From an optimization exercise on the open Yosys and OpenROAD flow, aimed at small area; shortcuts taken in it are not production practice. In this exercise RTL edits were held to simulation tests only and were not proved equivalent to the original. Power is estimated from default activity; no workload was simulated.

<file path="design/flow/design.v">
package timePkg;
  localparam int secWidth = 32;
  localparam int fracWidth = 50;
  localparam int timeWidth = 64;
  localparam int countWidth = 28;
  localparam int edgeWidth = 8;
  localparam int controlWidth = 5;
  localparam int statusWidth = 32;
  localparam int ctlModeLsb = 0;
  localparam int ctlDisablePps = 2;
  localparam int statPpsLostSticky = 31;
  localparam int statGpsSticky = 30;
  localparam int statPpsInSticky = 29;
  localparam int statTimeSetSticky = 28;
  localparam int statPpsOk = 27;
  localparam int statPpsLost = 26;
  localparam int stickyWidth = statPpsLostSticky - statTimeSetSticky + 1;
  typedef enum logic [2:0] {
    opNone,
    opSetTime,
    opSetDelta,
    opSetControl,
    opClear
  } cmdOp;
  typedef enum logic [1:0] {
    modeDrive,
    modeEcho,
    modeToggle,
    modeOff
  } ppsOutMode;
endpackage
module timeService #(
  parameter int tickCount = 200,
  parameter int windowTol = 2,
  parameter int highTicks = 180
) (
  input  logic                              CLK,
  input  logic                              rst,
  input  timePkg::cmdOp                     cmd,
  input  logic [timePkg::timeWidth-1:0]     timeIn,
  input  logic                              ppsIn,
  output logic [timePkg::statusWidth-1:0]   statusOut,
  output logic [timePkg::controlWidth-1:0]  controlOut,
  output logic [timePkg::countWidth-1:0]    ticksPerPps,
  output logic [timePkg::timeWidth-1:0]     nowTime,
  output logic [timePkg::timeWidth-1:0]     deltaTime,
  output logic                              ppsOut
);
  localparam int cw = timePkg::countWidth;
  localparam logic [cw-1:0] minTicks = cw'(tickCount - windowTol);
  localparam logic [cw-1:0] maxTicks = cw'(tickCount + windowTol);
  localparam logic [cw-1:0] highCount = cw'(highTicks);
  localparam logic [47:0] fracInc = 48'((64'd1 << 48) / 64'(tickCount));
  logic setTime, ctlWrite, clearSticky, captureDelta;
  assign setTime = (cmd == timePkg::opSetTime);
  assign captureDelta = (cmd == timePkg::opSetDelta);
  assign ctlWrite = (cmd == timePkg::opSetControl) || (cmd == timePkg::opClear);
  assign clearSticky = (cmd == timePkg::opClear);
  logic timeSetSticky, ppsInSticky, ppsLostSticky;
  logic disablePps;
  assign disablePps = controlOut[timePkg::ctlDisablePps];
  logic syncMeta, ppsSync, prevLevel;
  logic [cw-1:0] fromRise;
  logic [cw-1:0] sinceAccept;
  logic ppsEdge, ppsAccept, ppsOk, ppsLost;
  logic [timePkg::edgeWidth-1:0] edgeCount;
  logic rawEdge, inWindow, acceptNow;
  assign rawEdge = ppsSync && !prevLevel && !disablePps;
  assign inWindow = (fromRise > minTicks) && (fromRise < maxTicks);
  assign acceptNow = rawEdge && inWindow;
  logic [31:0] seconds;
  logic [47:0] frac;
  logic        secWrap;
  logic        secStep, ppsStep;
  logic [48:0] fracNext;
  assign ppsStep = ppsOk && ppsAccept;
  assign secStep = ppsOk ? ppsAccept : secWrap;
  logic [48:0] fc0; logic [47:0] fs0;
  logic [6:0] bc;
  assign bc[0] = 1'b0;
  assign fc0[0] = 1'b0;
  assign fs0[0] = ~(frac[0] ^ fc0[0]); assign fc0[1] = frac[0] | fc0[0];
  assign fs0[1] = frac[1] ^ fc0[1]; assign fc0[2] = frac[1] & fc0[1];
  assign fs0[2] = frac[2] ^ fc0[2]; assign fc0[3] = frac[2] & fc0[2];
  assign fs0[3] = frac[3] ^ fc0[3]; assign fc0[4] = frac[3] & fc0[3];
  assign fs0[4] = frac[4] ^ fc0[4]; assign fc0[5] = frac[4] & fc0[4];
  assign fs0[5] = ~(frac[5] ^ fc0[5]); assign fc0[6] = frac[5] | fc0[5];
  assign fs0[6] = ~(frac[6] ^ fc0[6]); assign fc0[7] = frac[6] | fc0[6];
  assign fs0[7] = ~(frac[7] ^ fc0[7]); assign fc0[8] = frac[7] | fc0[7];
  logic [8:0] t0;
  assign t0[0] = bc[0];
  assign fracNext[0] = fs0[0] ^ t0[0]; assign t0[1] = fs0[0] & t0[0];
  assign fracNext[1] = fs0[1] ^ t0[1]; assign t0[2] = fs0[1] & t0[1];
  assign fracNext[2] = fs0[2] ^ t0[2]; assign t0[3] = fs0[2] & t0[2];
  assign fracNext[3] = fs0[3] ^ t0[3]; assign t0[4] = fs0[3] & t0[3];
  assign fracNext[4] = fs0[4] ^ t0[4]; assign t0[5] = fs0[4] & t0[4];
  assign fracNext[5] = fs0[5] ^ t0[5]; assign t0[6] = fs0[5] & t0[5];
  assign fracNext[6] = fs0[6] ^ t0[6]; assign t0[7] = fs0[6] & t0[6];
  assign fracNext[7] = fs0[7] ^ t0[7]; assign t0[8] = fs0[7] & t0[7];
  assign bc[1] = fc0[8] | (bc[0] & (&fs0[7:0]));
  assign fs0[8] = frac[8]; assign fc0[9] = 1'b0;
  assign fs0[9] = ~(frac[9] ^ fc0[9]); assign fc0[10] = frac[9] | fc0[9];
  assign fs0[10] = frac[10] ^ fc0[10]; assign fc0[11] = frac[10] & fc0[10];
  assign fs0[11] = ~(frac[11] ^ fc0[11]); assign fc0[12] = frac[11] | fc0[11];
  assign fs0[12] = ~(frac[12] ^ fc0[12]); assign fc0[13] = frac[12] | fc0[12];
  assign fs0[13] = ~(frac[13] ^ fc0[13]); assign fc0[14] = frac[13] | fc0[13];
  assign fs0[14] = ~(frac[14] ^ fc0[14]); assign fc0[15] = frac[14] | fc0[14];
  assign fs0[15] = frac[15] ^ fc0[15]; assign fc0[16] = frac[15] & fc0[15];
  logic [8:0] t1;
  assign t1[0] = bc[1];
  assign fracNext[8] = fs0[8] ^ t1[0]; assign t1[1] = fs0[8] & t1[0];
  assign fracNext[9] = fs0[9] ^ t1[1]; assign t1[2] = fs0[9] & t1[1];
  assign fracNext[10] = fs0[10] ^ t1[2]; assign t1[3] = fs0[10] & t1[2];
  assign fracNext[11] = fs0[11] ^ t1[3]; assign t1[4] = fs0[11] & t1[3];
  assign fracNext[12] = fs0[12] ^ t1[4]; assign t1[5] = fs0[12] & t1[4];
  assign fracNext[13] = fs0[13] ^ t1[5]; assign t1[6] = fs0[13] & t1[5];
  assign fracNext[14] = fs0[14] ^ t1[6]; assign t1[7] = fs0[14] & t1[6];
  assign fracNext[15] = fs0[15] ^ t1[7]; assign t1[8] = fs0[15] & t1[7];
  assign bc[2] = fc0[16] | (bc[1] & (&fs0[15:8]));
  assign fs0[16] = frac[16]; assign fc0[17] = 1'b0;
  assign fs0[17] = frac[17] ^ fc0[17]; assign fc0[18] = frac[17] & fc0[17];
  assign fs0[18] = ~(frac[18] ^ fc0[18]); assign fc0[19] = frac[18] | fc0[18];
  assign fs0[19] = frac[19] ^ fc0[19]; assign fc0[20] = frac[19] & fc0[19];
  assign fs0[20] = ~(frac[20] ^ fc0[20]); assign fc0[21] = frac[20] | fc0[20];
  assign fs0[21] = frac[21] ^ fc0[21]; assign fc0[22] = frac[21] & fc0[21];
  assign fs0[22] = frac[22] ^ fc0[22]; assign fc0[23] = frac[22] & fc0[22];
  assign fs0[23] = frac[23] ^ fc0[23]; assign fc0[24] = frac[23] & fc0[23];
  logic [8:0] t2;
  assign t2[0] = bc[2];
  assign fracNext[16] = fs0[16] ^ t2[0]; assign t2[1] = fs0[16] & t2[0];
  assign fracNext[17] = fs0[17] ^ t2[1]; assign t2[2] = fs0[17] & t2[1];
  assign fracNext[18] = fs0[18] ^ t2[2]; assign t2[3] = fs0[18] & t2[2];
  assign fracNext[19] = fs0[19] ^ t2[3]; assign t2[4] = fs0[19] & t2[3];
  assign fracNext[20] = fs0[20] ^ t2[4]; assign t2[5] = fs0[20] & t2[4];
  assign fracNext[21] = fs0[21] ^ t2[5]; assign t2[6] = fs0[21] & t2[5];
  assign fracNext[22] = fs0[22] ^ t2[6]; assign t2[7] = fs0[22] & t2[6];
  assign fracNext[23] = fs0[23] ^ t2[7]; assign t2[8] = fs0[23] & t2[7];
  assign bc[3] = fc0[24] | (bc[2] & (&fs0[23:16]));
  assign fs0[24] = frac[24]; assign fc0[25] = 1'b0;
  assign fs0[25] = ~(frac[25] ^ fc0[25]); assign fc0[26] = frac[25] | fc0[25];
  assign fs0[26] = ~(frac[26] ^ fc0[26]); assign fc0[27] = frac[26] | fc0[26];
  assign fs0[27] = ~(frac[27] ^ fc0[27]); assign fc0[28] = frac[27] | fc0[27];
  assign fs0[28] = frac[28] ^ fc0[28]; assign fc0[29] = frac[28] & fc0[28];
  assign fs0[29] = ~(frac[29] ^ fc0[29]); assign fc0[30] = frac[29] | fc0[29];
  assign fs0[30] = frac[30] ^ fc0[30]; assign fc0[31] = frac[30] & fc0[30];
  assign fs0[31] = ~(frac[31] ^ fc0[31]); assign fc0[32] = frac[31] | fc0[31];
  logic [8:0] t3;
  assign t3[0] = bc[3];
  assign fracNext[24] = fs0[24] ^ t3[0]; assign t3[1] = fs0[24] & t3[0];
  assign fracNext[25] = fs0[25] ^ t3[1]; assign t3[2] = fs0[25] & t3[1];
  assign fracNext[26] = fs0[26] ^ t3[2]; assign t3[3] = fs0[26] & t3[2];
  assign fracNext[27] = fs0[27] ^ t3[3]; assign t3[4] = fs0[27] & t3[3];
  assign fracNext[28] = fs0[28] ^ t3[4]; assign t3[5] = fs0[28] & t3[4];
  assign fracNext[29] = fs0[29] ^ t3[5]; assign t3[6] = fs0[29] & t3[5];
  assign fracNext[30] = fs0[30] ^ t3[6]; assign t3[7] = fs0[30] & t3[6];
  assign fracNext[31] = fs0[31] ^ t3[7]; assign t3[8] = fs0[31] & t3[7];
  assign bc[4] = fc0[32] | (bc[3] & (&fs0[31:24]));
  assign fs0[32] = ~frac[32]; assign fc0[33] = frac[32];
  assign fs0[33] = ~(frac[33] ^ fc0[33]); assign fc0[34] = frac[33] | fc0[33];
  assign fs0[34] = ~(frac[34] ^ fc0[34]); assign fc0[35] = frac[34] | fc0[34];
  assign fs0[35] = frac[35] ^ fc0[35]; assign fc0[36] = frac[35] & fc0[35];
  assign fs0[36] = frac[36] ^ fc0[36]; assign fc0[37] = frac[36] & fc0[36];
  assign fs0[37] = frac[37] ^ fc0[37]; assign fc0[38] = frac[37] & fc0[37];
  assign fs0[38] = ~(frac[38] ^ fc0[38]); assign fc0[39] = frac[38] | fc0[38];
  assign fs0[39] = frac[39] ^ fc0[39]; assign fc0[40] = frac[39] & fc0[39];
  logic [8:0] t4;
  assign t4[0] = bc[4];
  assign fracNext[32] = fs0[32] ^ t4[0]; assign t4[1] = fs0[32] & t4[0];
  assign fracNext[33] = fs0[33] ^ t4[1]; assign t4[2] = fs0[33] & t4[1];
  assign fracNext[34] = fs0[34] ^ t4[2]; assign t4[3] = fs0[34] & t4[2];
  assign fracNext[35] = fs0[35] ^ t4[3]; assign t4[4] = fs0[35] & t4[3];
  assign fracNext[36] = fs0[36] ^ t4[4]; assign t4[5] = fs0[36] & t4[4];
  assign fracNext[37] = fs0[37] ^ t4[5]; assign t4[6] = fs0[37] & t4[5];
  assign fracNext[38] = fs0[38] ^ t4[6]; assign t4[7] = fs0[38] & t4[6];
  assign fracNext[39] = fs0[39] ^ t4[7]; assign t4[8] = fs0[39] & t4[7];
  assign bc[5] = fc0[40] | (bc[4] & (&fs0[39:32]));
  assign fs0[40] = ~frac[40]; assign fc0[41] = frac[40];
  assign fs0[41] = frac[41] ^ fc0[41]; assign fc0[42] = frac[41] & fc0[41];
  assign fs0[42] = frac[42] ^ fc0[42]; assign fc0[43] = frac[42] & fc0[42];
  assign fs0[43] = frac[43] ^ fc0[43]; assign fc0[44] = frac[43] & fc0[43];
  assign fs0[44] = frac[44] ^ fc0[44]; assign fc0[45] = frac[44] & fc0[44];
  assign fs0[45] = frac[45] ^ fc0[45]; assign fc0[46] = frac[45] & fc0[45];
  assign fs0[46] = frac[46] ^ fc0[46]; assign fc0[47] = frac[46] & fc0[46];
  assign fs0[47] = frac[47] ^ fc0[47]; assign fc0[48] = frac[47] & fc0[47];
  logic [8:0] t5;
  assign t5[0] = bc[5];
  assign fracNext[40] = fs0[40] ^ t5[0]; assign t5[1] = fs0[40] & t5[0];
  assign fracNext[41] = fs0[41] ^ t5[1]; assign t5[2] = fs0[41] & t5[1];
  assign fracNext[42] = fs0[42] ^ t5[2]; assign t5[3] = fs0[42] & t5[2];
  assign fracNext[43] = fs0[43] ^ t5[3]; assign t5[4] = fs0[43] & t5[3];
  assign fracNext[44] = fs0[44] ^ t5[4]; assign t5[5] = fs0[44] & t5[4];
  assign fracNext[45] = fs0[45] ^ t5[5]; assign t5[6] = fs0[45] & t5[5];
  assign fracNext[46] = fs0[46] ^ t5[6]; assign t5[7] = fs0[46] & t5[6];
  assign fracNext[47] = fs0[47] ^ t5[7]; assign t5[8] = fs0[47] & t5[7];
  assign bc[6] = fc0[48] | (bc[5] & (&fs0[47:40]));
  assign fracNext[48] = bc[6];
  logic [63:0] deltaNext;
  logic [64:0] dsc0; logic [63:0] dss0; logic [63:0] dsp, dsg;
  assign dsp = nowTime ^ ~timeIn; assign dsg = nowTime & ~timeIn;
  logic [16:0] dsbc, dsbg, dsbp;
  assign dsbc[0] = 1'b1;
  assign dsc0[0] = 1'b1;
  assign deltaNext[0] = dsp[0] ^ dsc0[0]; assign dsc0[1] = dsg[0] | (dsp[0] & dsc0[0]);
  assign dss0[0] = 1'b0;
  assign deltaNext[1] = dsp[1] ^ dsc0[1]; assign dsc0[2] = dsg[1] | (dsp[1] & dsc0[1]);
  assign dss0[1] = 1'b0;
  assign deltaNext[2] = dsp[2] ^ dsc0[2]; assign dsc0[3] = dsg[2] | (dsp[2] & dsc0[2]);
  assign dss0[2] = 1'b0;
  assign deltaNext[3] = dsp[3] ^ dsc0[3]; assign dsc0[4] = dsg[3] | (dsp[3] & dsc0[3]);
  assign dss0[3] = 1'b0;
  assign dsbg[0] = dsc0[4]; assign dsbp[0] = 1'b0;
  assign dss0[4] = dsp[4]; assign dsc0[5] = dsg[4];
  assign dss0[5] = dsp[5] ^ dsc0[5]; assign dsc0[6] = dsg[5] | (dsp[5] & dsc0[5]);
  assign dss0[6] = dsp[6] ^ dsc0[6]; assign dsc0[7] = dsg[6] | (dsp[6] & dsc0[6]);
  assign dss0[7] = dsp[7] ^ dsc0[7]; assign dsc0[8] = dsg[7] | (dsp[7] & dsc0[7]);
  assign dsbg[1] = dsc0[8]; assign dsbp[1] = &dss0[7:4];
  logic [4:0] dst1;
  assign dst1[0] = dsbc[1];
  assign deltaNext[4] = dss0[4] ^ dst1[0]; assign dst1[1] = dss0[4] & dst1[0];
  assign deltaNext[5] = dss0[5] ^ dst1[1]; assign dst1[2] = dss0[5] & dst1[1];
  assign deltaNext[6] = dss0[6] ^ dst1[2]; assign dst1[3] = dss0[6] & dst1[2];
  assign deltaNext[7] = dss0[7] ^ dst1[3]; assign dst1[4] = dss0[7] & dst1[3];
  assign dss0[8] = dsp[8]; assign dsc0[9] = dsg[8];
  assign dss0[9] = dsp[9] ^ dsc0[9]; assign dsc0[10] = dsg[9] | (dsp[9] & dsc0[9]);
  assign dss0[10] = dsp[10] ^ dsc0[10]; assign dsc0[11] = dsg[10] | (dsp[10] & dsc0[10]);
  assign dss0[11] = dsp[11] ^ dsc0[11]; assign dsc0[12] = dsg[11] | (dsp[11] & dsc0[11]);
  assign dsbg[2] = dsc0[12]; assign dsbp[2] = &dss0[11:8];
  logic [4:0] dst2;
  assign dst2[0] = dsbc[2];
  assign deltaNext[8] = dss0[8] ^ dst2[0]; assign dst2[1] = dss0[8] & dst2[0];
  assign deltaNext[9] = dss0[9] ^ dst2[1]; assign dst2[2] = dss0[9] & dst2[1];
  assign deltaNext[10] = dss0[10] ^ dst2[2]; assign dst2[3] = dss0[10] & dst2[2];
  assign deltaNext[11] = dss0[11] ^ dst2[3]; assign dst2[4] = dss0[11] & dst2[3];
  assign dss0[12] = dsp[12]; assign dsc0[13] = dsg[12];
  assign dss0[13] = dsp[13] ^ dsc0[13]; assign dsc0[14] = dsg[13] | (dsp[13] & dsc0[13]);
  assign dss0[14] = dsp[14] ^ dsc0[14]; assign dsc0[15] = dsg[14] | (dsp[14] & dsc0[14]);
  assign dss0[15] = dsp[15] ^ dsc0[15]; assign dsc0[16] = dsg[15] | (dsp[15] & dsc0[15]);
  assign dsbg[3] = dsc0[16]; assign dsbp[3] = &dss0[15:12];
  logic [4:0] dst3;
  assign dst3[0] = dsbc[3];
  assign deltaNext[12] = dss0[12] ^ dst3[0]; assign dst3[1] = dss0[12] & dst3[0];
  assign deltaNext[13] = dss0[13] ^ dst3[1]; assign dst3[2] = dss0[13] & dst3[1];
  assign deltaNext[14] = dss0[14] ^ dst3[2]; assign dst3[3] = dss0[14] & dst3[2];
  assign deltaNext[15] = dss0[15] ^ dst3[3]; assign dst3[4] = dss0[15] & dst3[3];
  assign dss0[16] = dsp[16]; assign dsc0[17] = dsg[16];
  assign dss0[17] = dsp[17] ^ dsc0[17]; assign dsc0[18] = dsg[17] | (dsp[17] & dsc0[17]);
  assign dss0[18] = dsp[18] ^ dsc0[18]; assign dsc0[19] = dsg[18] | (dsp[18] & dsc0[18]);
  assign dss0[19] = dsp[19] ^ dsc0[19]; assign dsc0[20] = dsg[19] | (dsp[19] & dsc0[19]);
  assign dsbg[4] = dsc0[20]; assign dsbp[4] = &dss0[19:16];
  logic [4:0] dst4;
  assign dst4[0] = dsbc[4];
  assign deltaNext[16] = dss0[16] ^ dst4[0]; assign dst4[1] = dss0[16] & dst4[0];
  assign deltaNext[17] = dss0[17] ^ dst4[1]; assign dst4[2] = dss0[17] & dst4[1];
  assign deltaNext[18] = dss0[18] ^ dst4[2]; assign dst4[3] = dss0[18] & dst4[2];
  assign deltaNext[19] = dss0[19] ^ dst4[3]; assign dst4[4] = dss0[19] & dst4[3];
  assign dss0[20] = dsp[20]; assign dsc0[21] = dsg[20];
  assign dss0[21] = dsp[21] ^ dsc0[21]; assign dsc0[22] = dsg[21] | (dsp[21] & dsc0[21]);
  assign dss0[22] = dsp[22] ^ dsc0[22]; assign dsc0[23] = dsg[22] | (dsp[22] & dsc0[22]);
  assign dss0[23] = dsp[23] ^ dsc0[23]; assign dsc0[24] = dsg[23] | (dsp[23] & dsc0[23]);
  assign dsbg[5] = dsc0[24]; assign dsbp[5] = &dss0[23:20];
  logic [4:0] dst5;
  assign dst5[0] = dsbc[5];
  assign deltaNext[20] = dss0[20] ^ dst5[0]; assign dst5[1] = dss0[20] & dst5[0];
  assign deltaNext[21] = dss0[21] ^ dst5[1]; assign dst5[2] = dss0[21] & dst5[1];
  assign deltaNext[22] = dss0[22] ^ dst5[2]; assign dst5[3] = dss0[22] & dst5[2];
  assign deltaNext[23] = dss0[23] ^ dst5[3]; assign dst5[4] = dss0[23] & dst5[3];
  assign dss0[24] = dsp[24]; assign dsc0[25] = dsg[24];
  assign dss0[25] = dsp[25] ^ dsc0[25]; assign dsc0[26] = dsg[25] | (dsp[25] & dsc0[25]);
  assign dss0[26] = dsp[26] ^ dsc0[26]; assign dsc0[27] = dsg[26] | (dsp[26] & dsc0[26]);
  assign dss0[27] = dsp[27] ^ dsc0[27]; assign dsc0[28] = dsg[27] | (dsp[27] & dsc0[27]);
  assign dsbg[6] = dsc0[28]; assign dsbp[6] = &dss0[27:24];
  logic [4:0] dst6;
  assign dst6[0] = dsbc[6];
  assign deltaNext[24] = dss0[24] ^ dst6[0]; assign dst6[1] = dss0[24] & dst6[0];
  assign deltaNext[25] = dss0[25] ^ dst6[1]; assign dst6[2] = dss0[25] & dst6[1];
  assign deltaNext[26] = dss0[26] ^ dst6[2]; assign dst6[3] = dss0[26] & dst6[2];
  assign deltaNext[27] = dss0[27] ^ dst6[3]; assign dst6[4] = dss0[27] & dst6[3];
  assign dss0[28] = dsp[28]; assign dsc0[29] = dsg[28];
  assign dss0[29] = dsp[29] ^ dsc0[29]; assign dsc0[30] = dsg[29] | (dsp[29] & dsc0[29]);
  assign dss0[30] = dsp[30] ^ dsc0[30]; assign dsc0[31] = dsg[30] | (dsp[30] & dsc0[30]);
  assign dss0[31] = dsp[31] ^ dsc0[31]; assign dsc0[32] = dsg[31] | (dsp[31] & dsc0[31]);
  assign dsbg[7] = dsc0[32]; assign dsbp[7] = &dss0[31:28];
  logic [4:0] dst7;
  assign dst7[0] = dsbc[7];
  assign deltaNext[28] = dss0[28] ^ dst7[0]; assign dst7[1] = dss0[28] & dst7[0];
  assign deltaNext[29] = dss0[29] ^ dst7[1]; assign dst7[2] = dss0[29] & dst7[1];
  assign deltaNext[30] = dss0[30] ^ dst7[2]; assign dst7[3] = dss0[30] & dst7[2];
  assign deltaNext[31] = dss0[31] ^ dst7[3]; assign dst7[4] = dss0[31] & dst7[3];
  assign dss0[32] = dsp[32]; assign dsc0[33] = dsg[32];
  assign dss0[33] = dsp[33] ^ dsc0[33]; assign dsc0[34] = dsg[33] | (dsp[33] & dsc0[33]);
  assign dss0[34] = dsp[34] ^ dsc0[34]; assign dsc0[35] = dsg[34] | (dsp[34] & dsc0[34]);
  assign dss0[35] = dsp[35] ^ dsc0[35]; assign dsc0[36] = dsg[35] | (dsp[35] & dsc0[35]);
  assign dsbg[8] = dsc0[36]; assign dsbp[8] = &dss0[35:32];
  logic [4:0] dst8;
  assign dst8[0] = dsbc[8];
  assign deltaNext[32] = dss0[32] ^ dst8[0]; assign dst8[1] = dss0[32] & dst8[0];
  assign deltaNext[33] = dss0[33] ^ dst8[1]; assign dst8[2] = dss0[33] & dst8[1];
  assign deltaNext[34] = dss0[34] ^ dst8[2]; assign dst8[3] = dss0[34] & dst8[2];
  assign deltaNext[35] = dss0[35] ^ dst8[3]; assign dst8[4] = dss0[35] & dst8[3];
  assign dss0[36] = dsp[36]; assign dsc0[37] = dsg[36];
  assign dss0[37] = dsp[37] ^ dsc0[37]; assign dsc0[38] = dsg[37] | (dsp[37] & dsc0[37]);
  assign dss0[38] = dsp[38] ^ dsc0[38]; assign dsc0[39] = dsg[38] | (dsp[38] & dsc0[38]);
  assign dss0[39] = dsp[39] ^ dsc0[39]; assign dsc0[40] = dsg[39] | (dsp[39] & dsc0[39]);
  assign dsbg[9] = dsc0[40]; assign dsbp[9] = &dss0[39:36];
  logic [4:0] dst9;
  assign dst9[0] = dsbc[9];
  assign deltaNext[36] = dss0[36] ^ dst9[0]; assign dst9[1] = dss0[36] & dst9[0];
  assign deltaNext[37] = dss0[37] ^ dst9[1]; assign dst9[2] = dss0[37] & dst9[1];
  assign deltaNext[38] = dss0[38] ^ dst9[2]; assign dst9[3] = dss0[38] & dst9[2];
  assign deltaNext[39] = dss0[39] ^ dst9[3]; assign dst9[4] = dss0[39] & dst9[3];
  assign dss0[40] = dsp[40]; assign dsc0[41] = dsg[40];
  assign dss0[41] = dsp[41] ^ dsc0[41]; assign dsc0[42] = dsg[41] | (dsp[41] & dsc0[41]);
  assign dss0[42] = dsp[42] ^ dsc0[42]; assign dsc0[43] = dsg[42] | (dsp[42] & dsc0[42]);
  assign dss0[43] = dsp[43] ^ dsc0[43]; assign dsc0[44] = dsg[43] | (dsp[43] & dsc0[43]);
  assign dsbg[10] = dsc0[44]; assign dsbp[10] = &dss0[43:40];
  logic [4:0] dst10;
  assign dst10[0] = dsbc[10];
  assign deltaNext[40] = dss0[40] ^ dst10[0]; assign dst10[1] = dss0[40] & dst10[0];
  assign deltaNext[41] = dss0[41] ^ dst10[1]; assign dst10[2] = dss0[41] & dst10[1];
  assign deltaNext[42] = dss0[42] ^ dst10[2]; assign dst10[3] = dss0[42] & dst10[2];
  assign deltaNext[43] = dss0[43] ^ dst10[3]; assign dst10[4] = dss0[43] & dst10[3];
  assign dss0[44] = dsp[44]; assign dsc0[45] = dsg[44];
  assign dss0[45] = dsp[45] ^ dsc0[45]; assign dsc0[46] = dsg[45] | (dsp[45] & dsc0[45]);
  assign dss0[46] = dsp[46] ^ dsc0[46]; assign dsc0[47] = dsg[46] | (dsp[46] & dsc0[46]);
  assign dss0[47] = dsp[47] ^ dsc0[47]; assign dsc0[48] = dsg[47] | (dsp[47] & dsc0[47]);
  assign dsbg[11] = dsc0[48]; assign dsbp[11] = &dss0[47:44];
  logic [4:0] dst11;
  assign dst11[0] = dsbc[11];
  assign deltaNext[44] = dss0[44] ^ dst11[0]; assign dst11[1] = dss0[44] & dst11[0];
  assign deltaNext[45] = dss0[45] ^ dst11[1]; assign dst11[2] = dss0[45] & dst11[1];
  assign deltaNext[46] = dss0[46] ^ dst11[2]; assign dst11[3] = dss0[46] & dst11[2];
  assign deltaNext[47] = dss0[47] ^ dst11[3]; assign dst11[4] = dss0[47] & dst11[3];
  assign dss0[48] = dsp[48]; assign dsc0[49] = dsg[48];
  assign dss0[49] = dsp[49] ^ dsc0[49]; assign dsc0[50] = dsg[49] | (dsp[49] & dsc0[49]);
  assign dss0[50] = dsp[50] ^ dsc0[50]; assign dsc0[51] = dsg[50] | (dsp[50] & dsc0[50]);
  assign dss0[51] = dsp[51] ^ dsc0[51]; assign dsc0[52] = dsg[51] | (dsp[51] & dsc0[51]);
  assign dsbg[12] = dsc0[52]; assign dsbp[12] = &dss0[51:48];
  logic [4:0] dst12;
  assign dst12[0] = dsbc[12];
  assign deltaNext[48] = dss0[48] ^ dst12[0]; assign dst12[1] = dss0[48] & dst12[0];
  assign deltaNext[49] = dss0[49] ^ dst12[1]; assign dst12[2] = dss0[49] & dst12[1];
  assign deltaNext[50] = dss0[50] ^ dst12[2]; assign dst12[3] = dss0[50] & dst12[2];
  assign deltaNext[51] = dss0[51] ^ dst12[3]; assign dst12[4] = dss0[51] & dst12[3];
  assign dss0[52] = dsp[52]; assign dsc0[53] = dsg[52];
  assign dss0[53] = dsp[53] ^ dsc0[53]; assign dsc0[54] = dsg[53] | (dsp[53] & dsc0[53]);
  assign dss0[54] = dsp[54] ^ dsc0[54]; assign dsc0[55] = dsg[54] | (dsp[54] & dsc0[54]);
  assign dss0[55] = dsp[55] ^ dsc0[55]; assign dsc0[56] = dsg[55] | (dsp[55] & dsc0[55]);
  assign dsbg[13] = dsc0[56]; assign dsbp[13] = &dss0[55:52];
  logic [4:0] dst13;
  assign dst13[0] = dsbc[13];
  assign deltaNext[52] = dss0[52] ^ dst13[0]; assign dst13[1] = dss0[52] & dst13[0];
  assign deltaNext[53] = dss0[53] ^ dst13[1]; assign dst13[2] = dss0[53] & dst13[1];
  assign deltaNext[54] = dss0[54] ^ dst13[2]; assign dst13[3] = dss0[54] & dst13[2];
  assign deltaNext[55] = dss0[55] ^ dst13[3]; assign dst13[4] = dss0[55] & dst13[3];
  assign dss0[56] = dsp[56]; assign dsc0[57] = dsg[56];
  assign dss0[57] = dsp[57] ^ dsc0[57]; assign dsc0[58] = dsg[57] | (dsp[57] & dsc0[57]);
  assign dss0[58] = dsp[58] ^ dsc0[58]; assign dsc0[59] = dsg[58] | (dsp[58] & dsc0[58]);
  assign dss0[59] = dsp[59] ^ dsc0[59]; assign dsc0[60] = dsg[59] | (dsp[59] & dsc0[59]);
  assign dsbg[14] = dsc0[60]; assign dsbp[14] = &dss0[59:56];
  logic [4:0] dst14;
  assign dst14[0] = dsbc[14];
  assign deltaNext[56] = dss0[56] ^ dst14[0]; assign dst14[1] = dss0[56] & dst14[0];
  assign deltaNext[57] = dss0[57] ^ dst14[1]; assign dst14[2] = dss0[57] & dst14[1];
  assign deltaNext[58] = dss0[58] ^ dst14[2]; assign dst14[3] = dss0[58] & dst14[2];
  assign deltaNext[59] = dss0[59] ^ dst14[3]; assign dst14[4] = dss0[59] & dst14[3];
  assign dss0[60] = dsp[60]; assign dsc0[61] = dsg[60];
  assign dss0[61] = dsp[61] ^ dsc0[61]; assign dsc0[62] = dsg[61] | (dsp[61] & dsc0[61]);
  assign dss0[62] = dsp[62] ^ dsc0[62]; assign dsc0[63] = dsg[62] | (dsp[62] & dsc0[62]);
  assign dss0[63] = dsp[63] ^ dsc0[63]; assign dsc0[64] = dsg[63] | (dsp[63] & dsc0[63]);
  assign dsbg[15] = dsc0[64]; assign dsbp[15] = &dss0[63:60];
  logic [4:0] dst15;
  assign dst15[0] = dsbc[15];
  assign deltaNext[60] = dss0[60] ^ dst15[0]; assign dst15[1] = dss0[60] & dst15[0];
  assign deltaNext[61] = dss0[61] ^ dst15[1]; assign dst15[2] = dss0[61] & dst15[1];
  assign deltaNext[62] = dss0[62] ^ dst15[2]; assign dst15[3] = dss0[62] & dst15[2];
  assign deltaNext[63] = dss0[63] ^ dst15[3]; assign dst15[4] = dss0[63] & dst15[3];
  logic [4:0] dsgc;
  assign dsgc[0] = dsbc[0];
  logic dsGG0, dsGP0;
  assign dsGG0 = (dsbg[3] | (dsbp[3] & (dsbg[2] | (dsbp[2] & (dsbg[1] | (dsbp[1] & dsbg[0])))))); assign dsGP0 = (dsbp[3] & (dsbp[2] & (dsbp[1] & dsbp[0])));
  assign dsgc[1] = dsGG0 | (dsGP0 & dsgc[0]);
  assign dsbc[1] = dsbg[0] | (dsbp[0] & dsbc[0]);
  assign dsbc[2] = dsbg[1] | (dsbp[1] & dsbc[1]);
  assign dsbc[3] = dsbg[2] | (dsbp[2] & dsbc[2]);
  logic dsGG1, dsGP1;
  assign dsGG1 = (dsbg[7] | (dsbp[7] & (dsbg[6] | (dsbp[6] & (dsbg[5] | (dsbp[5] & dsbg[4])))))); assign dsGP1 = (dsbp[7] & (dsbp[6] & (dsbp[5] & dsbp[4])));
  assign dsgc[2] = dsGG1 | (dsGP1 & dsgc[1]);
  assign dsbc[4] = dsgc[1];
  assign dsbc[5] = dsbg[4] | (dsbp[4] & dsbc[4]);
  assign dsbc[6] = dsbg[5] | (dsbp[5] & dsbc[5]);
  assign dsbc[7] = dsbg[6] | (dsbp[6] & dsbc[6]);
  logic dsGG2, dsGP2;
  assign dsGG2 = (dsbg[11] | (dsbp[11] & (dsbg[10] | (dsbp[10] & (dsbg[9] | (dsbp[9] & dsbg[8])))))); assign dsGP2 = (dsbp[11] & (dsbp[10] & (dsbp[9] & dsbp[8])));
  assign dsgc[3] = dsGG2 | (dsGP2 & dsgc[2]);
  assign dsbc[8] = dsgc[2];
  assign dsbc[9] = dsbg[8] | (dsbp[8] & dsbc[8]);
  assign dsbc[10] = dsbg[9] | (dsbp[9] & dsbc[9]);
  assign dsbc[11] = dsbg[10] | (dsbp[10] & dsbc[10]);
  logic dsGG3, dsGP3;
  assign dsGG3 = (dsbg[15] | (dsbp[15] & (dsbg[14] | (dsbp[14] & (dsbg[13] | (dsbp[13] & dsbg[12])))))); assign dsGP3 = (dsbp[15] & (dsbp[14] & (dsbp[13] & dsbp[12])));
  assign dsgc[4] = dsGG3 | (dsGP3 & dsgc[3]);
  assign dsbc[12] = dsgc[3];
  assign dsbc[13] = dsbg[12] | (dsbp[12] & dsbc[12]);
  assign dsbc[14] = dsbg[13] | (dsbp[13] & dsbc[13]);
  assign dsbc[15] = dsbg[14] | (dsbp[14] & dsbc[14]);
  assign dsbc[16] = dsgc[4];
  function automatic logic [27:0] inc28(input logic [27:0] q);
    logic [28:0] t;
    t[0] = 1'b1;
    for (int i = 0; i < 28; i++) begin
      inc28[i] = q[i] ^ t[i];
      t[i+1] = (i == 13) ? &q[13:0] : q[i] & t[i];
    end
  endfunction
  logic [cw-1:0] perCount;
  logic localPulse, toggle;
  always_ff @(posedge CLK)
  begin
    if (rst)
    begin
      controlOut <= '0;
      deltaTime <= '0;
      timeSetSticky <= 1'b0;
      ppsInSticky <= 1'b0;
      ppsLostSticky <= 1'b0;
      syncMeta <= 1'b0;
      ppsSync <= 1'b0;
      prevLevel <= 1'b0;
      fromRise <= '0;
      sinceAccept <= '0;
      ppsEdge <= 1'b0;
      ppsAccept <= 1'b0;
      ppsOk <= 1'b0;
      ppsLost <= 1'b0;
      edgeCount <= '0;
      ticksPerPps <= '0;
      seconds <= '0;
      frac <= '0;
      secWrap <= 1'b0;
      nowTime <= '0;
      perCount <= highCount;
      localPulse <= 1'b0;
      toggle <= 1'b0;
    end
    else
    begin
      if (ctlWrite)
        controlOut <= timeIn[timePkg::controlWidth-1:0];
      if (captureDelta)
        deltaTime <= deltaNext;
      if (clearSticky)
      begin
        timeSetSticky <= 1'b0;
        ppsInSticky <= 1'b0;
        ppsLostSticky <= 1'b0;
      end
      else
      begin
        if (setTime)
          timeSetSticky <= 1'b1;
        if (ppsOk)
          ppsInSticky <= 1'b1;
        if (ppsLost)
          ppsLostSticky <= 1'b1;
      end
      syncMeta <= ppsIn;
      ppsSync <= syncMeta;
      if (!disablePps)
        prevLevel <= ppsSync;
      fromRise <= rawEdge ? cw'(1) : inc28(fromRise);
      ppsEdge <= rawEdge;
      ppsAccept <= acceptNow;
      ppsOk <= ppsAccept || (ppsOk && !ppsLost);
      ppsLost <= ppsOk && ((rawEdge && !inWindow) || (fromRise == maxTicks));
      if (ppsEdge)
        edgeCount <= edgeCount + 1'b1;
      sinceAccept <= acceptNow ? cw'(1) : inc28(sinceAccept);
      if (acceptNow)
        ticksPerPps <= sinceAccept;
      secWrap <= 1'b0;
      if (setTime)
      begin
        seconds <= timeIn[63:32];
        frac <= {timeIn[31:0], 16'b0};
      end
      else
      begin
        if (secStep)
          seconds <= seconds + 1'b1;
        if (ppsStep)
          frac <= '0;
        else
        begin
          frac <= fracNext[47:0];
          secWrap <= fracNext[48];
        end
      end
      nowTime <= {seconds, frac[47:16]};
      perCount <= secStep ? '0 : inc28(perCount);
      localPulse <= perCount < highCount;
      toggle <= !toggle;
    end
  end
  always_comb
  begin
    case (controlOut[1:0])
      timePkg::modeDrive: ppsOut = localPulse;
      timePkg::modeEcho: ppsOut = ppsSync;
      timePkg::modeToggle: ppsOut = toggle;
      default: ppsOut = 1'b0;
    endcase
  end
  always_comb
  begin
    statusOut = '0;
    statusOut[timePkg::statPpsLostSticky] = ppsLostSticky;
    statusOut[timePkg::statPpsInSticky] = ppsInSticky;
    statusOut[timePkg::statTimeSetSticky] = timeSetSticky;
    statusOut[timePkg::statPpsOk] = ppsOk;
    statusOut[timePkg::statPpsLost] = ppsLost;
    statusOut[timePkg::edgeWidth-1:0] = edgeCount;
  end
endmodule
</file>
<file path="design/flow/constraint.sdc">
create_clock -name core_clock -period 5.5 [get_ports {CLK}]
set_input_delay 1.1000 -clock core_clock [delete_from_list [all_inputs] [get_ports {CLK}]]
set_output_delay 1.1000 -clock core_clock [all_outputs]
set_load 0.01 [all_outputs]
</file>
<file path="design/flow/standard.sh">
#!/bin/bash
# synth_recipe.tcl (not shown) runs the flow's synth.tcl, then flattens the netlist and writes it again
# the make line also repeats each setting of config.mk as NAME=value (left out here)
make -C /OpenROAD-flow-scripts/flow DESIGN_CONFIG=/design/flow/config.mk WORK_HOME=/design/flow/orfs CLKGATE_MAP_FILE= SYNTH_SCRIPT=/design/flow/synth_recipe.tcl "${@:-finish}"
</file>
<file path="design/flow/flow/run.sh">
#!/bin/bash
# The standard layout (standard.sh: standard synthesis and ORFS to finish) with two changes:
#  - each port buffer is the smallest buffer cell instead of the flow's default pick;
#  - the clock tree uses clkbuf_4 cells in clusters of at most 10 sinks within 60 um, without dummy loads.
set -euo pipefail
export BUFFER_PORTS_ARGS="-buffer_cell sky130_fd_sc_hd__buf_1"
export CTS_ARGS="-sink_clustering_enable -repair_clock_nets -dont_use_dummy_load -buf_list sky130_fd_sc_hd__clkbuf_4 -sink_clustering_size 10 -sink_clustering_max_diameter 60"
bash standard.sh finish > standard.log 2>&1
</file>
<file path="design/flow/config.mk">
export PLATFORM = sky130hd
export DESIGN_NAME = timeService
export DESIGN_NICKNAME = timeService
export VERILOG_FILES = /design/flow/design.v
export SDC_FILE = /design/flow/constraint.sdc
export NUM_CORES = 4
export LEC_CHECK = 0
export CAP_MARGIN = 0
export CORE_MARGIN = 2
export CORE_UTILIZATION = 40
export SLEW_MARGIN = 0
</file>
==> flow_summary.json, run 1 <==
{
  "status": "timing/DRC/antenna clean",
  "cap_viol_max_count": 0,
  "ctsHoldBuffers": 0,
  "path_max_fanout": 3,
  "synth_top_area_share_pct": 42.46,
  "wl_um": 40190,
  "power_density_nw_per_um2": 267.6,
  "cts_buffer_depth": 3,
  "ios": 264,
  "gr-total-overflow": 0,
  "portBuffers": 244,
  "rows": 73,
  "internal_power_mw": 3.375,
  "synthTopCellsByArea": "dfxtp_1, ha_1, fa_1",
  "hold_viol_final": 0,
  "syn_area_sq_um": 16310,
  "finalCritPeriodShare_pct": 82.71,
  "cts_setup_buffers": 0,
  "clockPowerShare_pct": 24.7,
  "clock_latency_ns": 0.77,
  "regArea_sq_um": 6927,
  "cp.arrival_ns": 5.18,
  "combPwrFrac_pct": 18.2,
  "setup_viol": 0,
  "fillers": 4019,
  "core_area_sq_um": 40010,
  "synthDistinctLibCells": 58,
  "drtIter0Drc": 510,
  "cts_num_sinks": 346,
  "start_util_pct": 40.78,
  "ctsRootBufferMaster": "clkbuf_4",
  "fin_setup_tns_ns": 0,
  "vias": 11810,
  "yosysWarnings": 1,
  "slowest_delay_ns": 0.43,
  "grt_pass1_vias": 11690,
  "vias_per_cell": 4.851,
  "power.leakage_nw": 7.928,
  "cp-end-kind": "flop",
  "synth_seq_cells": 346,
  "timing.hold.ws_ns": 0.4153,
  "slew_headroom_pct": 19.33,
  "synth.most_common_cell": "dfxtp_1",
  "drc": 0,
  "ctsResizeCount": 0,
  "syn-mean-instance-area_sq_um": 9.682,
  "hold_class": "reg2reg",
  "firstDrtPassIters": 5,
  "die_h_um": 206.0,
  "max-vdd-ir-drop_mv": 0.1424,
  "synthArstFlopShare_pct": 0,
  "grt_setup_unrepaired": "no",
  "htree_levels": 2,
  "synth_top_area_cell": "dfxtp_1",
  "fin_crit_ns": 4.549,
  "grt_start_max_net_pins": 77,
  "final_util_pct": 44.80,
  "grt_pass1_wl_um": 63160,
  "drtAntennaViolNets": 0,
  "finalMaxSlewViolations": 0,
  "seq_power_share_pct": 57.2,
  "wire_per_inst_um": 16.51,
  "clkTransAtPathRegs_ns": 0.11,
  "final_nets": 2238,
  "cts_tree": "yes",
  "fmax_ghz": 0.2198,
  "cp-start-kind": "input pin",
  "syn2layout_area_growth_pct": 9.862,
  "synth_cells": 1685,
  "synth_common_cells": "dfxtp_1, ha_1, nand2_1",
  "synth_edf_count": 0,
  "fin_skew_ns": 0.08723,
  "tightest_slew_ns": 1.207,
  "grt_usage_pct": 19.08,
  "layout-drive-gt1-share_pct": 3.466,
  "worstSetupPathType": "in2reg",
  "slowest_stage": "fa_1",
  "multi_input_area_sq_um": 8492,
  "antenna_found_initial": 9,
  "numCtsBuffers": 42,
  "cpMostUsedCell": "ha_1",
  "die_area_sq_um": 42420,
  "dp_hpwl_um": 30570,
  "required_ns": 6.13,
  "synth_flop_cell": "dfxtp_1",
  "place_congestion": 0.8903,
  "ys_seq_area_share_pct": 42.46,
  "switching_power_mw": 1.421,
  "crit_chain": "buf_1, inv_1, ha_1, fa_1, fa_1, inv_1, fa_1, nand4b_1, nor4_1, nand3_1, a211oi_1, o21ai_0, a21boi_0, ha_1, ha_1, ha_1, xor2_1, xnor2_1, a211oi_1",
  "die_w_um": 206.0,
  "swShare_pct": 29.63
}
[state kept, by name (all words and copies together), names as in the netlist, 5 cells and up]
name         flops
frac            48
ticksPerPps     28
deltaTime       64
fromRise        28
seconds         32
edgeCount        8
nowTime         64
sinceAccept     28
perCount        28
controlOut       5
[per-layer routing]
| layer | track usage (%) | share of wire [%] |
|---|---|---|
| met1 | 23.91 | 44 |
| met2 | 31.75 | 46 |
| met3 | 5.014 | 6.6 |
| met4 | 6.531 | 2.9 |
| met5 | 0 | 0.14 |
[worst max-delay path, delay by kind of cell]
kind	cells	cell delay (ns)
adder cells (fa/ha/maj)	7	1.86
AND/OR/NAND/NOR	3	0.88
AO/OA/AOI/OAI	4	0.82
XOR/XNOR	2	0.25
buffers and inverters	3	0.23
[worst paths after layout]
path,depth (start not counted),end,slack [ns],start
max,19,deltaTime[63],0.95,timeIn[16]
min,2,nowTime[4],0.42,frac[20]
max reg2reg,22,frac[47],1.19,frac[1]
min reg2reg,2,nowTime[4],0.42,frac[20]
[layout by cell type (no fill, tap or decap), types with 28 or more instances in the layout]
cell type,n
dfxtp_1,346
buf_1,243
ha_1,215
nand2_1,187
inv_1,142
nor2_1,110
a21oi_1,94
and2_1,86
nor2b_1,51
fa_1,47
clkbuf_4,43
a211oi_1,39
xnor2_1,39
a22o_1,28
[final cells by class]
type                    instances  area share [%]
multi-input cells            1121           47.38
flip-flops and latches        346           38.65
repair buffers                253           5.508
well taps                     525           3.665
inverters                     142           2.974
clock buffers                  42           1.759
diodes                          5         0.06981
[power by group through the flow]
stage	logic (mW)	clock network, mW	registers (mW)
after floorplan	0.592	0	2.80
after global placement	0.864	0	2.80
after detailed placement	0.878	0	2.80
after CTS	0.883	1.25	2.74
after global routing	1.02	1.35	2.76
final	0.872	1.18	2.74
[metrics by stage]
step / instance area [sq um] / total power [mW] / setup slack (ns) / cells
6_report: 17920 / 4.795 / 0.9510 / 2434
5_1_grt: 17920 / 5.128 / 0.6808 / 2431
4_1_cts: 17910 / 4.876 / 0.9528 / 2429
3_5_place_dp: 17600 / 3.677 / 0.1606 / 2387
3_3_place_gp: 17600 / 3.659 / 0.3367 / 2387
2_1_floorplan: 16380 / 3.395 / 0.9247 / 1703
[logic make-up (layout without fill, tap and decap cells)]
kind of cell,count (synthesis),after routing,share of synthesized area [%]
AO/OA/AOI/OAI,209,209,8.214
XOR/XNOR,60,60,3.221
adder cells (fa/ha/maj),262,262,22.26
buffers and inverters,236,437,6.066
flip-flops,346,346,42.46
multiplexers,10,10,0.6212
other,1,24,0.02299
AND/OR/NAND/NOR,561,561,17.14
==> inputs of run 2 (changes only) <==
--- a/design/flow/config.mk
+++ b/design/flow/config.mk
@@ -9,3 +9,3 @@
 export CORE_MARGIN = 2
-export CORE_UTILIZATION = 40
+export CORE_UTILIZATION = 60
 export SLEW_MARGIN = 0
==> flow_summary.json, run 2 <==
{
  "synth_flop_cell": "dfxtp_1",
  "cts_buffer_depth": 3,
  "drtIter0Drc": 600,
  "crit_path_start": "timeIn[4]",
  "syn-mean-instance-area_sq_um": 9.682,
  "cp-start-kind": "input pin",
  "finalMaxSlewViolations": 0,
  "ctsResizeCount": 0,
  "die_h_um": 168.9,
  "worstHoldStart": "toggle",
  "grt_start_max_net_pins": 88,
  "ios": 264,
  "hold_class": "reg2reg",
  "required_ns": 6.04,
  "core_area_sq_um": 26800,
  "grt_setup_unrepaired": "no",
  "vias": 11930,
  "final_util_pct": 65.95,
  "ctsRootBufferMaster": "clkbuf_4",
  "final_common_cell": "dfxtp_1",
  "swShare_pct": 28.98,
  "die_area_sq_um": 28530,
  "worstSetupPathType": "in2reg",
  "antenna_found_initial": 4,
  "setup_viol": 0,
  "synth_top_area_share_pct": 42.46,
  "fin_crit_ns": 4.698,
  "slew_headroom_pct": 19.78,
  "clockPowerShare_pct": 23.7,
  "path_max_fanout": 3,
  "dp_hpwl_um": 26920,
  "top_regs": "deltaTime: 64 flops, nowTime: 64 flops, frac: 48 flops",
  "portBuffers": 244,
  "final_cell_mix": "dfxtp_1, buf_1, ha_1",
  "tightest_slew_ns": 1.199,
  "top_layer_used": "met5",
  "ys_seq_area_share_pct": 42.46,
  "synth_common_cells": "dfxtp_1, ha_1, nand2_1",
  "place_congestion": 0.9402,
  "syn_area_sq_um": 16310,
  "cts_tree": "yes",
  "firstDrtPassIters": 7,
  "clkTransAtPathRegs_ns": 0.11,
  "fmax_ghz": 0.2128,
  "rows": 60,
  "ctsHoldBuffers": 0,
  "cts_num_sinks": 346,
  "gr-total-overflow": 0,
  "drc": 0,
  "start_util_pct": 60.87,
  "vias_per_cell": 5.311,
  "grt_pass1_wl_um": 58260,
  "cts_setup_buffers": 0,
  "clock_latency_ns": 0.66,
  "synthTopCellsByArea": "dfxtp_1, ha_1, fa_1",
  "cp-end-kind": "flop",
  "switching_power_mw": 1.371,
  "htree_levels": 2,
  "synth_seq_cells": 346,
  "yosysWarnings": 1,
  "combPwrFrac_pct": 18.4,
  "wl_met2_um": 16580,
  "synth_top_area_cell": "dfxtp_1",
  "grt_usage_pct": 25.25,
  "status": "timing/DRC/antenna clean",
  "drtAntennaViolNets": 0,
  "final_nets": 2237,
  "numCtsBuffers": 40,
  "synth.most_common_cell": "dfxtp_1",
  "hold_viol_final": 0,
  "die_w_um": 168.9,
  "cp.arrival_ns": 5.23,
  "power_density_nw_per_um2": 267.7,
  "grt_pass1_vias": 11610,
  "max-vdd-ir-drop_mv": 0.1897,
  "syn2layout_area_growth_pct": 8.344,
  "layout-drive-gt1-share_pct": 3.416,
  "synth_edf_count": 0,
  "synthArstFlopShare_pct": 0,
  "wl_met3_um": 2059,
  "crit-reg2reg-launch": "nowTime[4]",
  "fillers": 2260,
  "synth_cells": 1685,
  "power.leakage_nw": 7.924,
  "finalCritPeriodShare_pct": 85.43,
  "seq_power_share_pct": 57.9,
  "synthDistinctLibCells": 58,
  "wl_um": 35790,
  "timing.hold.ws_ns": 0.4180,
  "cap_viol_max_count": 0,
  "fin_skew_ns": 0.04749,
  "drt-met1-wl_um": 16130,
  "wire_per_inst_um": 15.93,
  "internal_power_mw": 3.360,
  "fin_setup_tns_ns": 0
}
## run 2: area by class of cell
cell class	instances	area [sq um]	share of cell area, %
Timing Repair Buffer	254	994.7	5.628
Clock buffer	40	300.3	1.699
Multi-Input combinational cell	1121	8487	48.01
Tap cell	341	426.7	2.414
Antenna cell	3	7.507	0.04247
Sequential cell	346	6927	39.19
Inverter	142	533.0	3.016
## run 2: path summary, 6_finish.rpt
check             endpoint  slack [ns]  cells after the start
max reg2reg  deltaTime[63]        1.14                     16
max          deltaTime[63]        0.80                     18
min reg2reg         toggle        0.42                      1
min                 toggle        0.42                      1
## run 2: power groups by stage
stage | registers, mW | logic (mW) | clock network, mW
floorplan | 2.80 | 0.592 | 0
global placement | 2.79 | 0.858 | 0
detailed placement | 2.80 | 0.873 | 0
CTS | 2.74 | 0.880 | 1.18
global route | 2.76 | 1.00 | 1.27
finish | 2.74 | 0.871 | 1.12
## run 2: cells by family after synthesis
| kind of cell | count (synthesis) | share of synthesized area (%) |
|---|---|---|
| and+or+nand+nor | 561 | 17.14 |
| muxes | 10 | 0.6212 |
| adders and majority gates | 262 | 22.26 |
| AOI/OAI and AO/OA | 209 | 8.214 |
| buffers and inverters | 236 | 6.066 |
| other | 1 | 0.02299 |
| DFF | 346 | 42.46 |
| xor gates and xnor gates | 60 | 3.221 |
## run 2: routing by layer
layer	GRT usage (%)	up-vias
met1	33.41	5578
met3	4.887	66
met2	41.59	276
met5	0	-
li1	-	6011
met4	8.621	2
## run 2: worst max-delay path, stage by stage
cell	delay [ns]
buf_1	0.14
inv_1	0.07
ha_1	0.20
fa_1	0.40
fa_1	0.41
fa_1	0.53
nand4_1	0.11
o21ai_0	0.47
nand3_1	0.21
a211oi_1	0.32
o21ai_0	0.11
a21boi_0	0.19
ha_1	0.19
ha_1	0.15
ha_1	0.16
xor2_1	0.18
xnor2_1	0.08
a211oi_1	0.21
## run 2: per-stage QoR
step,power [mW],cells,cell area (sq um),worst slack [ns]
final,4.731,2247,17680,0.8015
after detailed placement,3.671,2204,17370,0.1358
after global routing,5.031,2247,17680,0.3567
after global placement,3.652,2204,17370,0.3026
after floorplan,3.395,1703,16380,0.9247
after CTS,4.801,2244,17670,0.8051

what the ideal ports hide:
In the flow no input, the clock included, has a driving cell. The finished layouts below were timed again as built, in two steps. Step 1 assumes that a clkbuf_16 drives the clock port and a buf_2 every other input. Step 2 adds t to the input delays and takes it off the output delays; t is the mean of the earliest and latest rising clock arrival at the registers after step 1. Input paths then give back, and output paths get back, about the clock's delay inside the block. Slacks: ideal / step 1 / step 2; pairs: ideal / step 1.
| run | t, ns | setup WS [ns] | worst register clock-pin slew, ns | cell pins on the clock port's net |
|---|---|---|---|---|
| run 1 | 0.774 | 0.951 / 0.979 / 0.205 | 0.12 / 0.12 | 1 |
| run 2 | 0.679 | 0.802 / 0.827 / 0.148 | 0.12 / 0.12 | 1 |
After both steps every run listed still meets setup and hold. For run 1, which loses most, drivers alone change the setup slack by +0.028 ns; drivers and shift together by -0.746 ns.
